This is an optimization exercise on Yosys and OpenROAD, whose aim is small area and a short achievable clock period, not a production implementation.
The RTL was checked by simulation tests, not by an equivalence proof against the original design.
No activity file was given, so power comes from the tool's default toggle rates.

==> flow/design.v, too long to show whole: its modules and the start of the top module <==
// module mac_sequencer: 2594 lines
// module mac_fa: 10 lines
// module mac_ha: 9 lines
module mac_sequencer #(
    parameter int ADDR_W = 21,
    parameter int CNT_W  = 4,
    parameter int STRIDE = 8,
    parameter int DATA_W = 64
) (
    input  logic                      clk,
    input  logic                      rst_n,
    input  logic                      start,
    input  logic [ADDR_W-1:0]         start_addr,
    input  logic [CNT_W-1:0]          start_count,
    output logic                      busy,
    output logic [ADDR_W+CNT_W:0]     mir,
    output logic                      mem_req,
    output logic [ADDR_W-1:0]         mem_addr,
    input  logic                      mem_ack,
    input  logic [DATA_W-1:0]         mem_rdata,
    output logic [DATA_W-1:0]         acc_out,
    output logic                      done
);
  // ...
==> flow/run.sh <==
#!/bin/bash
# synth_recipe.tcl (not shown) runs the flow's synth.tcl, then flattens the netlist and writes it again
# the make line also repeats each setting of config.mk as NAME=value (left out here)
make -C /OpenROAD-flow-scripts/flow DESIGN_CONFIG=/design/flow/config.mk WORK_HOME=/design/flow/orfs CLKGATE_MAP_FILE= SYNTH_SCRIPT=/design/flow/synth_recipe.tcl finish
==> flow/config.mk <==
export PLATFORM = sky130hd
export DESIGN_NAME = mac_sequencer
export DESIGN_NICKNAME = mac_sequencer
export VERILOG_FILES = /design/flow/design.v
export SDC_FILE = /design/flow/constraint.sdc
export NUM_CORES = 4
export LEC_CHECK = 0
export ABC_AREA = 1
export CAP_MARGIN = 20
export CORE_MARGIN = 2
export CORE_UTILIZATION = 40
export SLEW_MARGIN = 20
export SYNTH_HIERARCHICAL = 1
export SYNTH_MINIMUM_KEEP_SIZE = 0
==> flow/constraint.sdc <==
create_clock -name core_clock -period 10.0 [get_ports {clk}]
set_input_delay 2.0000 -clock core_clock [delete_from_list [all_inputs] [get_ports {clk}]]
set_output_delay 2.0000 -clock core_clock [all_outputs]
set_load 0.01 [all_outputs]
==> flow_metrics.env, run 1 <==
export IMPL_fmax_mhz=175
export IMPL_largest_class="multi-input gates"
export IMPL_grt_util_met2=0.399
export IMPL_syn_to_final_growth_pct=13.1
export IMPL_nFlopsAndLatches=339
export IMPL_crit_arrival_ns=6.18
export IMPL_path_clk_slew_ns=0.05
export IMPL_synth_top_cell_area_share=0.333
export IMPL_end_kind="flip-flop"
export IMPL_taps=1050
export IMPL_r2r_setup_slack_ns=5.71
export IMPL_pwr_group_clock_mw=1.57
export IMPL_cap_violations=0
export IMPL_top_regs="ps_q (245), acc_q (64), addr_q (21)"
export IMPL_fin_crit_sh=0.571
export IMPL_initial_core_util=0.404
export IMPL_routed_wl_met3_um=12300
export IMPL_synthArstFlopShare=0.277
export IMPL_synthAdderAreaFrac=0.376
export IMPL_synth_top_family_by_area="adder cells"
export IMPL_nonClkBufAreaFrac=0.0727
export IMPL_netlist_top_cell_by_area="fa_1"
export IMPL_status="no timing/DRC/antenna violations"
export IMPL_num_antenna_cells=0
export IMPL_powerSeq_mw=2.75
export IMPL_startpoint="mem_rdata[3]"
export IMPL_synth_edf_count=0
export IMPL_rr_startpoint="ps_q[56]"
export IMPL_r2r_cells=21
==> inputs of run 2 (changes only) <==
--- a/flow/config.mk
+++ b/flow/config.mk
@@ -9,5 +9,6 @@
 export CAP_MARGIN = 20
 export CORE_MARGIN = 2
-export CORE_UTILIZATION = 40
+export CORE_UTILIZATION = 60
+export SETUP_SLACK_MARGIN = 5
 export SLEW_MARGIN = 20
 export SYNTH_HIERARCHICAL = 1
==> run 2 against run 1 <==
  * Largest cell class unchanged
  * Sequential share of layout area is 0.36 points lower
  * Critical path depth increased by 1
  * Global-route usage up 15 points
  * Still clean
  * Clock power increased by 4%
  * Worst hold slack worse by 0.0053 ns
==> flow_metrics.env, run 2 <==
export IMPL_status="no timing/DRC/antenna violations"
export IMPL_vias=26174
export IMPL_drt_total_wl_um=113000
export IMPL_synth_compound_area_frac=0.138
export IMPL_core_sq_um=52600
export IMPL_start_kind="primary input"
export IMPL_top_regs="ps_q (245), acc_q (64), addr_q (21)"
export IMPL_gp_congestion=0.934
export IMPL_worstMarginPinSlew_ns=0.887
export IMPL_path_buf_inv=2
export IMPL_critPathTopFamily="adder cells"
export IMPL_synthTopCellsByArea="fa_1 33%, dfxtp_1 15%, xor2_1 15%"
export IMPL_syn_inst=3070
export IMPL_netlist_top_cell_by_area="fa_1"
export IMPL_synthAdderAreaFrac=0.376
export IMPL_layout_common_cells="541 x xor2_1, 528 x fa_1, 494 x o22ai_1, 245 x dfxtp_1, 180 x clkdlybuf4s50_1"
export IMPL_utilization=0.697
export IMPL_cts_sinks=339
export IMPL_dieHeight_um=234
export IMPL_setup_violations=0
export IMPL_regMostFlops="ps_q"
export IMPL_grt_overflow_total=0
export IMPL_via_per_inst=6.78
export IMPL_pwr_share_seq=0.168
export IMPL_slowest_delay_ns=0.63
export IMPL_antenna_found_initial=2
export IMPL_drtAntennaViolNets=0
export IMPL_swShare=0.494
export IMPL_critPathMaxFanout=31
export IMPL_portBuffers=206
export IMPL_synth_top_cell_area_share=0.333
export IMPL_hold_depth=0
export IMPL_die_area_sq_um=54900
export IMPL_p_int_mw=8.32
export IMPL_fin_cells=3863
export IMPL_synthArstFlopShare=0.277
export IMPL_vdd_ir_drop_max_v=0.000509
export IMPL_path_class="in -> reg"
export IMPL_p_per_area_nw_per_um2=448
export IMPL_crit_arrival_ns=5.48
export IMPL_hpwl_um=71900
export IMPL_power_mw=16.4
export IMPL_grt_pass1_vias=27237
export IMPL_largest_reg_flops=245
export IMPL_synth_edf_count=0
export IMPL_fin_tns_setup_ns=0
export IMPL_drc=0
export IMPL_min_period_ns=5.03
export IMPL_p_leak_nw=15.5
export IMPL_synth_main_ff_cell="dfxtp_1"
export IMPL_min_path_type="reg -> reg"
export IMPL_fin_crit_sh=0.503
export IMPL_ys_ff_latch=339
export IMPL_crit_slowest_cell="fa_1"
export IMPL_synth_mux_area_fraction=0
export IMPL_crit_required_ns=10.45
export IMPL_tritoncts="yes"
export IMPL_num_antenna_cells=0
export IMPL_h_tree_depth=2
export IMPL_final_hold_viol_count=0
export IMPL_yosys_top_cells_count="542 x xor2_1, 529 x fa_1, 495 x o22ai_1, 245 x dfxtp_1, 174 x clkbuf_1"
export IMPL_yosysMostFrequentCell="xor2_1"
export IMPL_placed_cells=3758
export IMPL_grt_pass1_wl_um=166000
export IMPL_maxSlewViolCount=0
export IMPL_wl_per_cell_um=29.2
export IMPL_cp_depth=11
export IMPL_grt_total_usage=0.410
export IMPL_syn_cell_area_sq_um=31800
export IMPL_ff_latch_area_sq_um=7260
export IMPL_cap_violations=0
export IMPL_core_rowCount=84
export IMPL_clkLatencyLatePin_ns=0.60
export IMPL_first_pass_iters=10
export IMPL_layout_commonest_cell="xor2_1"
export IMPL_synth_simple_area_share=0.0471
export IMPL_root_buffer="clkbuf_16"
export IMPL_seq_area_frac_synth=0.228
export IMPL_rsz0062_at_grt="yes"
export IMPL_drtIter0Drc=3431
export IMPL_syn_to_final_growth_pct=15.1
export IMPL_hold_ws_ns=0.404
export IMPL_nets=3873
export IMPL_combinationalPowerShare=0.733
export IMPL_grt_max_degree=81
export IMPL_drive_above_1_share=0.0869
export IMPL_clkPwrFrac=0.099
export IMPL_fmax_mhz=199
export IMPL_ys_types=44
export IMPL_dieWidth_um=234
export IMPL_nFillCells=4049
export IMPL_finalClockSkew_ns=0.0310
export IMPL_initial_core_util=0.606
export IMPL_cp_common_cell="fa_1"
export IMPL_syn_area_per_cell_sq_um=10.4
export IMPL_p_switching_mw=8.11
export IMPL_cts_buffer_depth=3
export IMPL_synth_top_family_by_area="adder cells"
export IMPL_worstPathCellList="clkdlybuf4s15_1 > nand2_1 > nor2_1 > a21oi_2 > buf_12 > o22ai_1 > xor2_1 > fa_1 > fa_1 > fa_1 > fa_1"
export IMPL_end_kind="flip-flop"
export IMPL_multiInputGateArea_sq_um=23000
export IMPL_synth_xor_area_share=0.151
export IMPL_yosys_warnings=9
export IMPL_ios=207
export IMPL_slew_headroom=0.409
export IMPL_numCtsBuffers=41
export IMPL_r2r_cells=21
export IMPL_path_clk_slew_ns=0.06
## run 2: cell count changes in the layout (fill, tap and decap cells not counted), moves of 11 or more
| cell | previous run | this run |
|---|---|---|
| buf_12 | 0 | 23 |
| nor2_2 | 4 | 16 |
| nand2_1 | 155 | 144 |
| nor2_1 | 80 | 62 |
| buf_6 | 0 | 12 |
| buf_4 | 86 | 74 |
| clkbuf_16 | 42 | 53 |
## run 2: cell families after synthesis
kind of cell | after synthesis
other | 1
adder cells (fa/ha/maj) | 638
XOR/XNOR | 547
buffers and inverters | 478
flip-flops | 339
AO/OA/AOI/OAI | 722
AND/OR/NAND/NOR | 345
## run 2: power by group through the flow
stage               Sequential [mW]  Clock, mW  Combinational, mW
finish                         2.76       1.63               12.0
floorplan                      2.69          0               8.01
global route                   2.85       1.69               13.6
detailed placement             2.79          0               11.7
global placement               2.77          0               11.3
CTS                            2.77       1.64               11.9
## run 2: timing repair
item,in CTS,in global routing
gates resized for setup,102,75
hold buffers,0,0
pin swaps,1,8
buffers inserted,4,15
setup endpoints to repair,94,31
gates cloned,1,9
## run 2: cell type report
class | count | share of cell area
Clock buffer | 59 | 0.0335
Clock inverter | 17 | 0.00642
Inverter | 170 | 0.0176
Multi-Input combinational cell | 2269 | 0.627
Sequential cell | 339 | 0.198
Tap cell | 688 | 0.0235
Timing Repair Buffer | 321 | 0.0944
## run 2: path summary, 6_finish.rpt
path	endpoint	startpoint	slack, ns
worst min-delay path	ps_q[9]	acc_q[3]	0.40
max in group asynchronous	acc_q[57]	rst_n	7.30
min in group asynchronous	acc_q[17]	rst_n	1.41
worst max-delay path	ps_q[133]	mem_rdata[6]	4.97
worst max register to register	acc_q[63]	ps_q[56]	5.71
worst min register to register	ps_q[9]	acc_q[3]	0.40
## run 2: through the flow
| stage | setup slack (ns) | cell area, sq um |
|---|---|---|
| floorplan | 5.00 | 31900 |
| global placement | 3.87 | 34100 |
| detailed placement | 3.76 | 34100 |
| CTS | 5.00 | 36000 |
| global route | 4.96 | 36600 |
| finish | 4.97 | 36600 |
## run 2: per-layer routing
| metal | wire, um | part of all wire | track usage |
|---|---|---|---|
| met5 | 77 | 0.00068 | 0 |
| met4 | 7340 | 0.065 | 0.213 |
| met3 | 15100 | 0.13 | 0.144 |
| met2 | 48800 | 0.43 | 0.610 |
| met1 | 41300 | 0.37 | 0.531 |
## run 2: modules after synthesis (local to each module, per instance)
module | cells | times used
mac_sequencer | 2526 | 1
mac_fa | 1 | 498
mac_ha | 1 | 46

## afterwards: timing with drivers on the ports
No port has a modelled driver above. Below, the same layouts with a new extraction and two added sets of constraints.
Step 1 (the two cells are an assumption about what drives the block):
set clk [get_ports {clk}]
set_driving_cell -lib_cell sky130_fd_sc_hd__clkbuf_16 $clk
set_driving_cell -lib_cell sky130_fd_sc_hd__buf_2 [delete_from_list [all_inputs] $clk]
Step 2 times the ports against the registers' clock, not the clock port: input delays grow and output delays shrink by t, the midpoint of the rising clock arrivals with the driver on.
Three values: no drivers, after step 1, after step 2; two values: the first two.
| run | t (ns) | setup slack, ns | worst data-port slew with drivers (ns) |
|---|---|---|---|
| run 1 | 0.649 | 4.290 / 4.310 / 3.661 | 0.14 |
| run 2 | 0.653 | 4.968 / 4.999 / 4.346 | 0.09 |
After both steps every run listed still meets setup and hold. The setup slack of run 1, which loses most, moves by +0.020 ns with the drivers and by -0.629 ns with both steps.
